This design comes from an exercise in tuning for small area on the open sky130 flow, not from production work.
Function was checked by simulation only, so behaviour that the tests miss may differ from the original.
No activity file was given, so power comes from the tool's default toggle rates.

==> cedar <==
==> flow/design.v <==
package eth_tx_pkg;
    localparam logic [47:0] board_mac       = 48'h00_11_22_33_44_55;
    localparam logic [31:0] board_ip        = {8'd192, 8'd168, 8'd1, 8'd10};
    localparam logic [47:0] default_des_mac = 48'hff_ff_ff_ff_ff_ff;   
    localparam logic [31:0] default_des_ip  = {8'd192, 8'd168, 8'd1, 8'd102};
    localparam logic [15:0] board_port      = 16'd1234;
    localparam logic [15:0] des_port        = 16'd5678;
    localparam logic [15:0] ip_ethertype    = 16'h0800;
    localparam logic [15:0] arp_ethertype   = 16'h0806;
    localparam logic [15:0] arp_htype       = 16'h0001;
    localparam logic [15:0] arp_hlen_plen   = 16'h0604;
    localparam logic [15:0] ip_ver_tos      = 16'h4500;
    localparam logic [7:0]  ip_ttl          = 8'h80;
    localparam logic [7:0]  ip_proto_udp    = 8'd17;
    localparam logic [15:0] ip_flags_df     = 16'h4000;
    localparam logic [31:0] crc_poly        = 32'hedb8_8320;  
    localparam logic [16:0] csum_raw        = {1'b0, ip_ver_tos} + {1'b0, ip_flags_df} +
                                              {1'b0, ip_ttl, ip_proto_udp} +
                                              {1'b0, board_ip[31:16]} + {1'b0, board_ip[15:0]};
    localparam logic [15:0] csum_const      = csum_raw[15:0] + {15'd0, csum_raw[16]};
endpackage
`timescale 1ns/10ps
import eth_tx_pkg::*;
module crc32_gen
(
    input  logic        clk,
    input  logic        en,
    input  logic [7:0]  data,
    output logic [31:0] crc_reg
);
    logic [43:0] t;
    logic [31:0] tab;
    assign t[7:0] = (crc_reg[7:0] ^ data) & {8{en}};
    assign t[8] = t[0] ^ t[5];
    assign t[9] = t[1] ^ t[7];
    assign t[10] = t[3] ^ t[6];
    assign t[11] = t[2] ^ t[10];
    assign t[12] = t[4] ^ t[7];
    assign t[13] = t[6] ^ t[8];
    assign t[14] = t[0] ^ t[4];
    assign t[15] = t[1] ^ t[2];
    assign t[16] = t[1] ^ t[8];
    assign t[17] = t[3] ^ t[4];
    assign t[18] = t[6] ^ t[9];
    assign t[19] = t[2] ^ t[3];
    assign t[20] = t[4] ^ t[13];
    assign t[21] = t[5] ^ t[11];
    assign t[22] = t[10] ^ t[12];
    assign t[23] = t[2] ^ t[12];
    assign t[24] = t[9] ^ t[17];
    assign t[25] = t[0] ^ t[3];
    assign t[26] = t[1] ^ t[14];
    assign t[27] = t[5] ^ t[15];
    assign t[28] = t[0] ^ t[11];
    assign t[29] = t[4] ^ t[5];
    assign t[30] = t[6] ^ t[15];
    assign t[31] = t[7] ^ t[19];
    assign t[32] = t[14] ^ t[19];
    assign t[33] = t[16] ^ t[17];
    assign t[34] = t[15] ^ t[20];
    assign t[35] = t[9] ^ t[21];
    assign t[36] = t[5] ^ t[23];
    assign t[37] = t[8] ^ t[23];
    assign t[38] = t[11] ^ t[16];
    assign t[39] = t[9] ^ t[11];
    assign t[40] = t[39] ^ t[14];
    assign t[41] = t[5] ^ t[24];
    assign t[42] = t[9] ^ t[13];
    assign t[43] = t[0] ^ t[18];
    assign tab[0] = t[2];
    assign tab[1] = t[25];
    assign tab[2] = t[26];
    assign tab[3] = t[27];
    assign tab[4] = t[28];
    assign tab[5] = t[24];
    assign tab[6] = t[29];
    assign tab[7] = t[13];
    assign tab[8] = t[18];
    assign tab[9] = t[7];
    assign tab[10] = t[2];
    assign tab[11] = t[3];
    assign tab[12] = t[14];
    assign tab[13] = t[16];
    assign tab[14] = t[30];
    assign tab[15] = t[31];
    assign tab[16] = t[32];
    assign tab[17] = t[33];
    assign tab[18] = t[34];
    assign tab[19] = t[35];
    assign tab[20] = t[22];
    assign tab[21] = t[36];
    assign tab[22] = t[21];
    assign tab[23] = t[22];
    assign tab[24] = t[37];
    assign tab[25] = t[38];
    assign tab[26] = t[40];
    assign tab[27] = t[41];
    assign tab[28] = t[20];
    assign tab[29] = t[42];
    assign tab[30] = t[43];
    assign tab[31] = t[9];
    always_ff @(posedge clk) begin
        crc_reg <= ({8'h00, crc_reg[31:8]} ^ tab) | {{8{!en}}, 24'd0};
    end
endmodule
`timescale 1ns/10ps
import eth_tx_pkg::*;
module eth_tx_top
(
    input  logic        clk,
    input  logic        rst_n,
    input  logic        tx_start,
    input  logic [1:0]  tx_kind,
    input  logic        arp_op,
    input  logic [47:0] des_mac,
    input  logic [31:0] des_ip,
    input  logic [15:0] payload_len,
    input  logic [7:0]  payload_data,
    output logic        rdy,
    output logic [1:0]  busy_kind,
    output logic        payload_req,
    output logic        gmii_tx_en,
    output logic [7:0]  gmii_txd
);
    logic [6:0]  k;
    logic        idle;
    logic        accept;
    logic        is_udp;
    logic        arp_op_r;
    logic        mac_nz, ip_nz;
    logic        use_dflt;
    logic [7:0]  ring [10];      
    logic [7:0]  tap0;
    logic [7:0]  dflt;
    logic [10:0] rem;            
    logic        more;
    logic        req_d;
    logic [15:0] ip_ident;
    logic [10:0] body_len;
    logic [10:0] len_sum;
    logic [7:0]  acc_hi, acc_lo;
    logic        acc_c;
    logic [8:0]  acc_sum;
    logic        csum_win;
    logic [7:0]  var_byte;
    logic [7:0]  hdr;
    logic [7:0]  fb;
    logic [7:0]  txd_r;
    logic [31:0] crc;
    logic        crc_en;
    assign idle      = (k == 7'd0);
    assign accept    = idle && tx_start && tx_kind[0];
    assign rdy       = !tx_start && idle;
    assign busy_kind = idle ? 2'd0 : {is_udp, 1'b1};
    assign more      = is_udp && (rem != 11'd0);
    always_ff @(posedge clk) begin
        if (!rst_n) begin
            k <= 7'd0;
        end else if (idle) begin
            k <= {6'd0, accept};
        end else if (k == 7'd86) begin
            k <= 7'd0;
        end else if (!(k == 7'd68 && more)) begin
            k <= k + 7'd1;
        end
    end
    logic [7:0] ld [10];
    assign ld[0] = des_mac[31:24];
    assign ld[1] = des_mac[23:16];
    assign ld[2] = des_mac[15:8];
    assign ld[3] = des_mac[7:0];
    assign ld[4] = des_ip[31:24];
    assign ld[5] = des_ip[23:16];
    assign ld[6] = des_ip[15:8];
    assign ld[7] = des_ip[7:0];
    assign ld[8] = des_mac[47:40];
    assign ld[9] = des_mac[39:32];
    always_ff @(posedge clk) begin
        is_udp   <= (tx_kind[1] && accept) || (is_udp && !idle);
        arp_op_r <= (arp_op && accept) || (arp_op_r && !idle);
    end
    always_ff @(posedge clk) begin
        for (int i = 0; i < 9; i++) ring[i] <= (ld[i] & {8{accept}}) | (ring[i + 1] & {8{!idle}});
        ring[9] <= (ld[9] & {8{accept}}) | (tap0 & {8{!idle}});
    end
    always_ff @(posedge clk) begin
        if (idle) begin
            mac_nz <= 1'b0;
            ip_nz  <= 1'b0;
        end else begin
            if ((ring[0] != 8'd0 && k >= 7'd1 && k <= 7'd4) ||
                (ring[8] != 8'd0 && k >= 7'd1 && k <= 7'd2))
                mac_nz <= 1'b1;
            if (ring[0] != 8'd0 && k >= 7'd5 && k <= 7'd8)
                ip_nz <= 1'b1;
        end
    end
    always_comb begin
        case (k)
            7'd15:   dflt = default_des_ip[31:24];
            7'd16:   dflt = default_des_ip[23:16];
            7'd17:   dflt = default_des_ip[15:8];
            7'd18:   dflt = default_des_ip[7:0];
            default: dflt = 8'hff;
        endcase
    end
    assign use_dflt = !(mac_nz && ip_nz) && (k >= 7'd9) && (k <= 7'd18);
    assign tap0     = use_dflt ? dflt : ring[0];
    always_ff @(posedge clk) begin
        rem <= (payload_len[10:0] & {11{accept}}) | ((rem - {10'd0, payload_req}) & {11{!idle}});
    end
    assign payload_req = more && (k >= 7'd50) && (k <= 7'd68);
    always_ff @(posedge clk) begin
        req_d <= payload_req;
    end
    logic       short_len, add20, lc3, lc4, lc5;
    assign short_len = (rem[10:5] == 6'd0) && !(rem[4] && (rem[3] || rem[2] || rem[1]));
    assign body_len  = short_len ? 11'd18 : rem;
    assign add20       = !k[5];
    assign len_sum[1:0] = body_len[1:0];
    assign len_sum[2]   = body_len[2] ^ add20;
    assign lc3          = body_len[2] && add20;
    assign len_sum[3]   = !(body_len[3] ^ lc3);
    assign lc4          = body_len[3] || lc3;
    assign len_sum[4]   = body_len[4] ^ add20 ^ lc4;
    assign lc5          = (body_len[4] && add20) || (body_len[4] && lc4) || (add20 && lc4);
    assign len_sum[10:5] = body_len[10:5] + {5'd0, lc5};
    always_ff @(posedge clk) begin
        if (!rst_n) begin
            ip_ident <= 16'd0;
        end else if (k == 7'd70 && is_udp) begin
            ip_ident <= ip_ident + 16'd1;
        end
    end
    logic s_tap0, s_lenh, s_lenl, s_idh, s_idl, s_acc, s_r6, s_r8;
    assign s_tap0 = (k >= 7'd9) && (k <= 7'd18);
    assign s_lenh = is_udp && (k == 7'd25 || k == 7'd47);
    assign s_lenl = is_udp && (k == 7'd26 || k == 7'd48);
    assign s_idh  = is_udp && (k == 7'd27);
    assign s_idl  = is_udp && (k == 7'd28);
    assign s_acc  = is_udp && (k == 7'd33 || k == 7'd34);
    assign s_r6   = is_udp && (k >= 7'd39) && (k <= 7'd42);
    assign s_r8   = !is_udp && (k >= 7'd41) && (k <= 7'd50);
    assign var_byte = ({8{s_tap0}} & tap0) |
                      ({8{s_lenh}} & {5'd0, len_sum[10:8]}) |
                      ({8{s_lenl}} & len_sum[7:0]) |
                      ({8{s_idh}}  & ip_ident[15:8]) |
                      ({8{s_idl}}  & ip_ident[7:0]) |
                      ({8{s_acc}}  & ~acc_hi) |
                      ({8{s_r6}}   & ring[6]) |
                      ({8{s_r8}}   & ring[8]);
    assign csum_win = (k >= 7'd15 && k <= 7'd18) || (k >= 7'd25 && k <= 7'd28);
    assign acc_sum  = {1'b0, acc_hi} + {1'b0, var_byte & {8{csum_win}}} + {8'd0, acc_c};
    always_ff @(posedge clk) begin
        acc_hi <= acc_lo;
        if (k == 7'd0) begin
            acc_lo <= csum_const[7:0];
            acc_c  <= 1'b0;
        end else if (k == 7'd1) begin
            acc_lo <= csum_const[15:8];
            acc_c  <= 1'b0;
        end else begin
            acc_lo <= acc_sum[7:0];
            acc_c  <= acc_sum[8];
        end
    end
    logic [7:0] cb;
    always_comb begin
        cb = 8'h00;
        case (k)
            7'd1, 7'd2, 7'd3, 7'd4, 7'd5, 7'd6, 7'd7: cb = 8'h55;
            7'd8:  cb = 8'hd5;
            7'd15: cb = board_mac[47:40];
            7'd16: cb = board_mac[39:32];
            7'd17: cb = board_mac[31:24];
            7'd18: cb = board_mac[23:16];
            7'd19: cb = board_mac[15:8];
            7'd20: cb = board_mac[7:0];
            7'd21: cb = 8'h08;
            7'd22: cb = is_udp ? 8'h00 : 8'h06;
            default: begin
                if (is_udp) begin
                    case (k)
                        7'd23: cb = ip_ver_tos[15:8];
                        7'd24: cb = ip_ver_tos[7:0];
                        7'd29: cb = ip_flags_df[15:8];
                        7'd30: cb = ip_flags_df[7:0];
                        7'd31: cb = ip_ttl;
                        7'd32: cb = ip_proto_udp;
                        7'd35: cb = board_ip[31:24];
                        7'd36: cb = board_ip[23:16];
                        7'd37: cb = board_ip[15:8];
                        7'd38: cb = board_ip[7:0];
                        7'd43: cb = board_port[15:8];
                        7'd44: cb = board_port[7:0];
                        7'd45: cb = des_port[15:8];
                        7'd46: cb = des_port[7:0];
                        default: cb = 8'h00;
                    endcase
                end else begin
                    case (k)
                        7'd23: cb = arp_htype[15:8];
                        7'd24: cb = arp_htype[7:0];
                        7'd25: cb = ip_ethertype[15:8];
                        7'd26: cb = ip_ethertype[7:0];
                        7'd27: cb = arp_hlen_plen[15:8];
                        7'd28: cb = arp_hlen_plen[7:0];
                        7'd29: cb = 8'h00;
                        7'd30: cb = arp_op_r ? 8'h02 : 8'h01;
                        7'd31: cb = board_mac[47:40];
                        7'd32: cb = board_mac[39:32];
                        7'd33: cb = board_mac[31:24];
                        7'd34: cb = board_mac[23:16];
                        7'd35: cb = board_mac[15:8];
                        7'd36: cb = board_mac[7:0];
                        7'd37: cb = board_ip[31:24];
                        7'd38: cb = board_ip[23:16];
                        7'd39: cb = board_ip[15:8];
                        7'd40: cb = board_ip[7:0];
                        default: cb = 8'h00;
                    endcase
                end
            end
        endcase
    end
    assign hdr = cb | (var_byte & {8{!(k >= 7'd15 && k <= 7'd18)}});
    always_ff @(posedge clk) begin
        fb <= hdr | (payload_data & {8{req_d}});
    end
    assign crc_en = (k >= 7'd10) && (k <= 7'd69);
    crc32_gen u_crc (
        .clk     (clk),
        .en      (crc_en),
        .data    (fb),
        .crc_reg (crc)
    );
    always_ff @(posedge clk) begin
        txd_r <= fb | (~crc[7:0] & {8{k >= 7'd70 && k <= 7'd73}});
    end
    assign gmii_tx_en = (k >= 7'd3) && (k <= 7'd74);
    assign gmii_txd   = gmii_tx_en ? txd_r : 8'h00;
endmodule
==> flow/flow/run.sh <==
#!/bin/bash
# The standard layout, with the port buffers as buf_1 and a clock tree of clkbuf_8
# without dummy loads; make's full output goes to standard_flow.log here
set -euo pipefail
export BUFFER_PORTS_ARGS="-buffer_cell sky130_fd_sc_hd__buf_1"
export CTS_ARGS="-sink_clustering_enable -repair_clock_nets -dont_use_dummy_load -buf_list sky130_fd_sc_hd__clkbuf_8"
bash standard.sh > standard_flow.log 2>&1
==> flow/standard.sh <==
#!/bin/bash
# synth_recipe.tcl (not shown) runs the flow's synth.tcl, then flattens the netlist and writes it again
# the make line also repeats each setting of config.mk as NAME=value (left out here)
make -C /OpenROAD-flow-scripts/flow DESIGN_CONFIG=/design/flow/config.mk WORK_HOME=/design/flow/orfs CLKGATE_MAP_FILE= SYNTH_SCRIPT=/design/flow/synth_recipe.tcl "${@:-finish}"
==> flow/config.mk <==
export PLATFORM = sky130hd
export DESIGN_NAME = eth_tx_top
export DESIGN_NICKNAME = eth_tx_top
export VERILOG_FILES = /design/flow/design.v
export SDC_FILE = /design/flow/constraint.sdc
export NUM_CORES = 4
export LEC_CHECK = 0
export CAP_MARGIN = 0
export CORE_MARGIN = 2
export CORE_UTILIZATION = 40
export CTS_BUF_LIST = sky130_fd_sc_hd__clkbuf_4
export SLEW_MARGIN = 0
==> flow/constraint.sdc <==
create_clock -name core_clock -period 5.0 [get_ports {clk}]
set_input_delay 1.0000 -clock core_clock [delete_from_list [all_inputs] [get_ports {clk}]]
set_output_delay 1.0000 -clock core_clock [all_outputs]
set_load 0.01 [all_outputs]
==> amber (differences from cedar) <==
==> flow/flow/run.sh (replaced) <==
#!/bin/bash
# Synthesis as the standard one but with an area-oriented abc script (flow/area.abc),
# then the standard layout with buf_1 port buffers and a clkbuf_8 clock tree without
# dummy loads. Each make run's full output goes to its own log here.
set -euo pipefail
W=$PWD
export FLOW_ABC_SCRIPT=$W/flow/area.abc
make -C "$FLOW_HOME" DESIGN_CONFIG=$W/config.mk WORK_HOME=$W/orfs CLKGATE_MAP_FILE= \
  SYNTH_SCRIPT=$W/flow/synth_area.tcl synth > synth_flow.log 2>&1
export BUFFER_PORTS_ARGS="-buffer_cell sky130_fd_sc_hd__buf_1"
export CTS_ARGS="-sink_clustering_enable -repair_clock_nets -dont_use_dummy_load -buf_list sky130_fd_sc_hd__clkbuf_8"
bash standard.sh > standard_flow.log 2>&1
==> flow/flow/area.abc (new file) <==
strash
&get -n
&fraig -x
&put
scorr
dc2
balance
rewrite
refactor
balance
rewrite
rewrite -z
balance
refactor -z
rewrite -z
balance
strash
&get -n
&dch -f
&nf -R 1000 -p
&put
==> flow/flow/synth_area.tcl (new file) <==
# synth_recipe.tcl with one change: abc maps the combinational logic with flow/area.abc
# (an area-recovering script) in place of ORFS's speed script. Registers are untouched.
proc synth {args} { yosys synth -nofsm -noshare {*}$args }
proc abc {args} {
  set i [lsearch -exact $args -script]
  if { $i >= 0 } {
    set args [lreplace $args [expr {$i + 1}] [expr {$i + 1}] $::env(FLOW_ABC_SCRIPT)]
  }
  yosys abc {*}$args
}
source $::env(SCRIPTS_DIR)/synth.tcl
# left out here: clear keep_hierarchy, flatten, clean up, hide names made inside functions, write 1_2_yosys.v
CTS_BUF_LIST = default   (was sky130_fd_sc_hd__clkbuf_4)
GPL_TIMING_DRIVEN = 0   (was default)
==> juniper (differences from cedar) <==
CTS_BUF_LIST = default   (was sky130_fd_sc_hd__clkbuf_4)
GPL_TIMING_DRIVEN = 0   (was default)
==> tundra (differences from cedar) <==
==> flow/flow/run.sh (replaced) <==
#!/bin/bash
# Synthesis as the standard one but with an area-oriented abc script (flow/area.abc),
# then the standard layout with buf_1 port buffers and a clkbuf_8 clock tree without
# dummy loads; global placement keeps no resizer changes. Each make run's full output goes to its own log here.
set -euo pipefail
W=$PWD
export FLOW_ABC_SCRIPT=$W/flow/area.abc
make -C "$FLOW_HOME" DESIGN_CONFIG=$W/config.mk WORK_HOME=$W/orfs CLKGATE_MAP_FILE= \
  SYNTH_SCRIPT=$W/flow/synth_area.tcl synth > synth_flow.log 2>&1
export BUFFER_PORTS_ARGS="-buffer_cell sky130_fd_sc_hd__buf_1"
export GPL_KEEP_OVERFLOW=0
export CTS_ARGS="-sink_clustering_enable -repair_clock_nets -dont_use_dummy_load -buf_list sky130_fd_sc_hd__clkbuf_8"
bash standard.sh > standard_flow.log 2>&1
==> flow/flow/area.abc (new file) <==
strash
&get -n
&fraig -x
&put
scorr
dc2
balance
rewrite
refactor
balance
rewrite
rewrite -z
balance
refactor -z
rewrite -z
balance
strash
&get -n
&dch -f
&nf -R 1000 -p
&put
==> flow/flow/synth_area.tcl (new file) <==
# synth_recipe.tcl with one change: abc maps the combinational logic with flow/area.abc
# (an area-recovering script) in place of ORFS's speed script. Registers are untouched.
proc synth {args} { yosys synth -nofsm -noshare {*}$args }
proc abc {args} {
  set i [lsearch -exact $args -script]
  if { $i >= 0 } {
    set args [lreplace $args [expr {$i + 1}] [expr {$i + 1}] $::env(FLOW_ABC_SCRIPT)]
  }
  yosys abc {*}$args
}
source $::env(SCRIPTS_DIR)/synth.tcl
# left out here: clear keep_hierarchy, flatten, clean up, hide names made inside functions, write 1_2_yosys.v
CTS_BUF_LIST = default   (was sky130_fd_sc_hd__clkbuf_4)
==> results.txt <==
item	tundra	cedar	juniper	amber
Outcome	complete, no violations	complete, no violations	complete, no violations	complete, no violations
WL per Instance	18.0 µm	19.1 µm	19.8 µm	18.0 µm
Power consumption	2.54 mW	2.63 mW	2.63 mW	2.55 mW
Sequential portion of the cell area	0.403	0.377	0.375	0.402
Dpl cells	1219	1314	1342	1221
Post-detailed-route via-to-cell ratio	5.60	5.58	5.58	5.55
Critical path destination	acc_lo[7]	acc_c	acc_c	acc_c
Vertical die dimension	144 µm	152 µm	152 µm	144 µm
Peak supply drop	165 µV	142 µV	169 µV	146 µV
Smallest setup slack after layout	0.225 ns	0.401 ns	0.241 ns	0.185 ns
Fraction of final layout cells sized beyond drive strength 1	0.0663	0.0647	0.0657	0.0703
Part of the total power dissipated in sequential elements	0.614	0.595	0.593	0.612
Critical path depth in cells	30	22	19	27
Post-synth top area share	0.468	0.422	0.422	0.468

static timing again, ports no longer ideal:
The results above use ideal ports. As a check the final layouts listed here were re-extracted and re-timed, cells and wires unchanged.
Step 1 (the two cells are an assumption about what drives the block):
set clk [get_ports {clk}]
set_driving_cell -lib_cell sky130_fd_sc_hd__clkbuf_16 $clk
set_driving_cell -lib_cell sky130_fd_sc_hd__buf_2 [delete_from_list [all_inputs] $clk]
Step 2 adds t to the input delays and takes it off the output delays; t is the mean of the earliest and latest rising clock arrival at the registers after step 1. Input paths then give back, and output paths get back, about the clock's delay inside the block.
Three values: ideal, step 1, step 2; two values: the first two.
run	t (ns)	setup slack, ns	worst register clock-pin slew, ns	worst slew at a driven data input, ns	pins driven straight from the clock port
cedar	0.492	0.401 / 0.401 / 0.401	0.11 / 0.11	0.05	1
amber	0.501	0.185 / 0.185 / 0.185	0.10 / 0.10	0.05	1
juniper	0.484	0.241 / 0.241 / 0.241	0.12 / 0.12	0.06	1
tundra	0.497	0.225 / 0.225 / 0.225	0.10 / 0.10	0.05	1
After both steps setup and hold are still met in every run listed.
